This design comes from an exercise in tuning for small area, a short achievable clock period and few clock cycles on the open sky130 flow, not from production work.
RTL that was checked went through simulation tests only; none was proved equivalent to the original.
Power is estimated from default activity; no workload was simulated.

==> module mulDivUnit, before the edit <==
module mulDivUnit (
	input  logic Clock,
	input  logic rstN,
	input  logic wbCyc,
	input  logic wbStb,
	input  logic wbWe,
	input  logic [4:0] wbAdr,
	input  logic [32-1:0] wbDatW,
	output logic [32-1:0] wbDatR,
	output logic wbAck
);
	localparam int W = 32;
	logic [W-1:0] opA;
	logic [W-1:0] opB;
	logic [W-1:0] hi;      
	logic [W-1:0] lo;      
	logic [W-1:0] dvs;     
	logic selXDiv;         
	logic selXHi;          
	logic selYOne;         
	logic selYTwo;         
	logic selYLo;          
	logic inv;             
	logic cin;
	logic negA;            
	logic negQ;            
	logic exact;           
	logic divZero;
	logic sMul;
	logic sDiv;
	logic sFix1;
	logic sFix2;
	logic [4:0] count;
	logic req;
	logic wr;
	logic [2:0] word;
	logic start;
	logic last;
	logic busy;
	assign req = wbCyc && wbStb;
	assign wr = req && wbWe;
	assign word = wbAdr[4:2];
	assign wbAck = req;
	assign busy = sMul || sDiv || sFix1 || sFix2;
	assign start = wr && (word == 3'd2) && !busy;
	assign last = (sMul && count[3:0] == 4'd15) || (sFix1 && !negA && !negQ) || sFix2;
	always_comb begin
		case (word)
			3'd0: wbDatR = opA;
			3'd1: wbDatR = opB;
			3'd3: wbDatR = {{(W-2){1'b0}}, divZero, busy && !last};
			3'd4: wbDatR = lo;
			3'd5: wbDatR = hi;
			default: wbDatR = '0;
		endcase
	end
	logic [1:0] skip;
	logic opBZero;
	logic [1:0] skipW;
	logic bigDvs8;
	logic bigDvs16;
	logic bigDvs24;
	assign bigDvs24 = (wbDatW[W-1:25] != {(W-25){wbDatW[W-1]}});
	assign bigDvs16 = (wbDatW[W-1:17] != {(W-17){wbDatW[W-1]}});
	assign bigDvs8 = (wbDatW[W-1:9] != {(W-9){wbDatW[W-1]}});
	assign skipW = bigDvs24 ? 2'd3 : bigDvs16 ? 2'd2 : bigDvs8 ? 2'd1 : 2'd0;
	function automatic logic [2:0] boothDigit(input logic [2:0] b);
		boothDigit[2] = (b == 3'b011) || (b == 3'b100);
		boothDigit[1] = b[2] && !(b[1] && b[0]);
		boothDigit[0] = (b == 3'b000) || (b == 3'b111);
	endfunction
	logic [W+1:0] x;
	logic [W+1:0] y;
	logic [W+1:0] sum;
	logic wrongSide;       
	assign wrongSide = hi[W-1] ^ negA;
	assign exact = negA && (dvs == '0);
	assign x = ({(W+2){selXDiv}} & {hi[W-1], hi, lo[W-1]})
		| ({(W+2){selXHi}} & {{2{hi[W-1]}}, hi});
	assign y = ({(W+2){selYOne}} & {{2{dvs[W-1]}}, dvs})
		| ({(W+2){selYTwo}} & {dvs[W-1], dvs, 1'b0})
		| ({(W+2){selYLo}} & {2'b0, lo});
	logic startMul;
	logic startDiv;
	logic nMul;
	logic nDiv;
	logic nFix1;
	logic nFix2;
	logic [2:0] digit;     
	logic nDivInv;         
	assign startMul = start && !wbDatW[0];
	assign startDiv = start && wbDatW[0] && !opBZero;
	assign nMul = rstN && (startMul || (sMul && count[3:0] != 4'd15));
	assign nDiv = rstN && (startDiv || (sDiv && count != 5'd31));
	assign nFix1 = rstN && sDiv && count == 5'd31;
	assign nFix2 = rstN && sFix1 && (negA || negQ);
	assign digit = sMul ? boothDigit(lo[3:1]) : boothDigit({opA[1:0], 1'b0});
	assign nDivInv = sDiv ? !(sum[W-1] ^ dvs[W-1]) : !(opA[W-1] ^ opB[W-1]);
	always_ff @(posedge Clock) begin
		selXDiv <= nDiv;
		selXHi <= nMul || nFix1;
		selYOne <= nDiv || nFix1 || (nMul && !digit[2] && !digit[0]);
		selYTwo <= nMul && digit[2];
		selYLo <= nFix2;
		inv <= (nMul && digit[1]) || ((nDiv || nFix1) && nDivInv);
		cin <= (nMul && digit[1]) || ((nDiv || nFix1) && nDivInv) || nFix2;
	end
	assign sum = x + (y ^ {(W+2){inv}}) + {{(W+1){1'b0}}, cin};
	always_ff @(posedge Clock) begin
		if (!rstN) begin
			sMul <= 1'b0;
			sDiv <= 1'b0;
			sFix1 <= 1'b0;
			sFix2 <= 1'b0;
			count <= '0;
			hi <= '0;
			lo <= '0;
			divZero <= 1'b0;
		end else begin
			if (start) begin
				if (!wbDatW[0]) begin
					hi <= '0;
					lo <= opA;
					count <= '0;
					divZero <= 1'b0;
					sMul <= 1'b1;
				end else if (opBZero) begin
					hi <= '0;
					lo <= '0;
					divZero <= 1'b1;
				end else begin
					case (skip)
						2'd3: begin
							hi <= {{8{opA[W-1]}}, opA[W-1:8]};
							lo <= {opA[7:0], {24{opA[W-1] ^ opB[W-1]}}};
						end
						2'd2: begin
							hi <= {{16{opA[W-1]}}, opA[W-1:16]};
							lo <= {opA[15:0], {16{opA[W-1] ^ opB[W-1]}}};
						end
						2'd1: begin
							hi <= {{24{opA[W-1]}}, opA[W-1:24]};
							lo <= {opA[23:0], {8{opA[W-1] ^ opB[W-1]}}};
						end
						default: begin
							hi <= {W{opA[W-1]}};
							lo <= opA;
						end
					endcase
					count <= {skip, 3'd0};
					divZero <= 1'b0;
					sDiv <= 1'b1;
				end
			end
			if (sMul) begin
				hi <= sum[W+1:2];
				lo <= {sum[1:0], lo[W-1:2]};
				count <= count + 1'b1;
				if (count[3:0] == 4'd15) sMul <= 1'b0;
			end
			if (sDiv) begin
				hi <= sum[W-1:0];
				lo <= {lo[W-2:0], sum[W+1] ^ !dvs[W-1]};
				count <= count + 1'b1;
				if (count == 5'd31) begin
					sDiv <= 1'b0;
					sFix1 <= 1'b1;
				end
			end
			if (sFix1) begin
				if (wrongSide) hi <= sum[W-1:0];
				sFix1 <= 1'b0;
				sFix2 <= negA || negQ;
			end
			if (sFix2) begin
				if (negQ ^ exact) lo <= sum[W-1:0];
				if (exact) hi <= '0;
				sFix2 <= 1'b0;
			end
		end
	end
	always_ff @(posedge Clock) begin
		if (!busy) begin
			if (start) begin
				dvs <= opB;
				negA <= opA[W-1];
				negQ <= opA[W-1] ^ opB[W-1];
			end
		end
		if (sFix1) begin
			dvs <= wrongSide ? hi : sum[W-1:0];
		end
	end
	always_ff @(posedge Clock) begin
		if (!rstN) begin
			opA <= '0;
			opB <= '0;
			skip <= 2'd0;
			opBZero <= 1'b1;
		end else begin
			if (wr && word == 3'd0) opA <= wbDatW;
			if (wr && word == 3'd1) begin
				opB <= wbDatW;
				skip <= skipW;
				opBZero <= (wbDatW == '0);
			end
		end
	end
endmodule
Settings: LEC_CHECK=0, CAP_MARGIN=20, CORE_MARGIN=2, CORE_UTILIZATION=40, SETUP_SLACK_MARGIN=1.6, SLEW_MARGIN=20; clock period 5.5 ns.
run.sh (not shown) runs the stock make flow with config.mk's settings and CLKGATE_MAP_FILE= SYNTH_SCRIPT=/design/flow/synth_recipe.tcl, a recipe that flattens the netlist after the stock synthesis.
Edit:
--- a/flow/design.v
+++ b/flow/design.v
@@ -80,17 +80,15 @@
 			default: wbDatR = '0;
 		endcase
 	end
 	logic [1:0] skip;
-	logic opBZero;
-	logic [1:0] skipW;
 	logic bigDvs8;
 	logic bigDvs16;
 	logic bigDvs24;
-	assign bigDvs24 = (wbDatW[W-1:25] != {(W-25){wbDatW[W-1]}});
-	assign bigDvs16 = (wbDatW[W-1:17] != {(W-17){wbDatW[W-1]}});
-	assign bigDvs8 = (wbDatW[W-1:9] != {(W-9){wbDatW[W-1]}});
-	assign skipW = bigDvs24 ? 2'd3 : bigDvs16 ? 2'd2 : bigDvs8 ? 2'd1 : 2'd0;
+	assign bigDvs24 = (opB[W-1:25] != {(W-25){opB[W-1]}});
+	assign bigDvs16 = (opB[W-1:17] != {(W-17){opB[W-1]}});
+	assign bigDvs8 = (opB[W-1:9] != {(W-9){opB[W-1]}});
+	assign skip = bigDvs24 ? 2'd3 : bigDvs16 ? 2'd2 : bigDvs8 ? 2'd1 : 2'd0;
 	function automatic logic [2:0] boothDigit(input logic [2:0] b);
 		boothDigit[2] = (b == 3'b011) || (b == 3'b100);
 		boothDigit[1] = b[2] && !(b[1] && b[0]);
 		boothDigit[0] = (b == 3'b000) || (b == 3'b111);
@@ -114,9 +112,9 @@
 	logic nFix2;
 	logic [2:0] digit;     
 	logic nDivInv;         
 	assign startMul = start && !wbDatW[0];
-	assign startDiv = start && wbDatW[0] && !opBZero;
+	assign startDiv = start && wbDatW[0] && (opB != '0);
 	assign nMul = rstN && (startMul || (sMul && count[3:0] != 4'd15));
 	assign nDiv = rstN && (startDiv || (sDiv && count != 5'd31));
 	assign nFix1 = rstN && sDiv && count == 5'd31;
 	assign nFix2 = rstN && sFix1 && (negA || negQ);
@@ -149,9 +147,9 @@
 					lo <= opA;
 					count <= '0;
 					divZero <= 1'b0;
 					sMul <= 1'b1;
-				end else if (opBZero) begin
+				end else if (opB == '0) begin
 					hi <= '0;
 					lo <= '0;
 					divZero <= 1'b1;
 				end else begin
@@ -220,17 +218,11 @@
 	always_ff @(posedge Clock) begin
 		if (!rstN) begin
 			opA <= '0;
 			opB <= '0;
-			skip <= 2'd0;
-			opBZero <= 1'b1;
 		end else begin
 			if (wr && word == 3'd0) opA <= wbDatW;
-			if (wr && word == 3'd1) begin
-				opB <= wbDatW;
-				skip <= skipW;
-				opBZero <= (wbDatW == '0);
-			end
+			if (wr && word == 3'd1) opB <= wbDatW;
 		end
 	end
 endmodule
 `default_nettype wire
Cell area decreases by a few percent.
Sequential power barely changes.
Worst setup slack is worse by 11 ps.
First-iteration DRC count decreases by about a fifth.
Global-route usage decreases by 0.49 points.
Wire length decreases by a few percent.
Cell count decreases by a few percent.
Power decreases slightly.
Testbench counts after the change, summed over its fixed seeds: cycles 32,091.
For the first run of this note, only the layout was checked, not whether the RTL still works.

## static timing again, ports no longer ideal
How much do the figures lean on ideal ports? The routed layouts below were timed once more, with nothing changed but the port constraints. Step 1 (the two cells are an assumption about what drives the block):
set clk [get_ports {Clock}]
set_driving_cell -lib_cell sky130_fd_sc_hd__clkbuf_16 $clk
set_driving_cell -lib_cell sky130_fd_sc_hd__buf_2 [delete_from_list [all_inputs] $clk]
Step 2 also shifts input and output timing later by t, the mid clock arrival at the registers, as if the neighbouring blocks saw the same clock. Slacks: ideal ports / drivers / drivers and shift; pairs: ideal ports / drivers.
run	t, ns	slack for setup (ns)	slew at the worst register clock pin (ns)
the first run	0.495	1.655 / 1.630 / 1.266	0.08 / 0.08
the second run	0.496	1.644 / 1.621 / 1.316	0.07 / 0.07
After both steps every run listed still meets setup and hold. For the first run, which loses most, drivers alone change the setup slack by -0.025 ns; drivers and shift together by -0.389 ns.
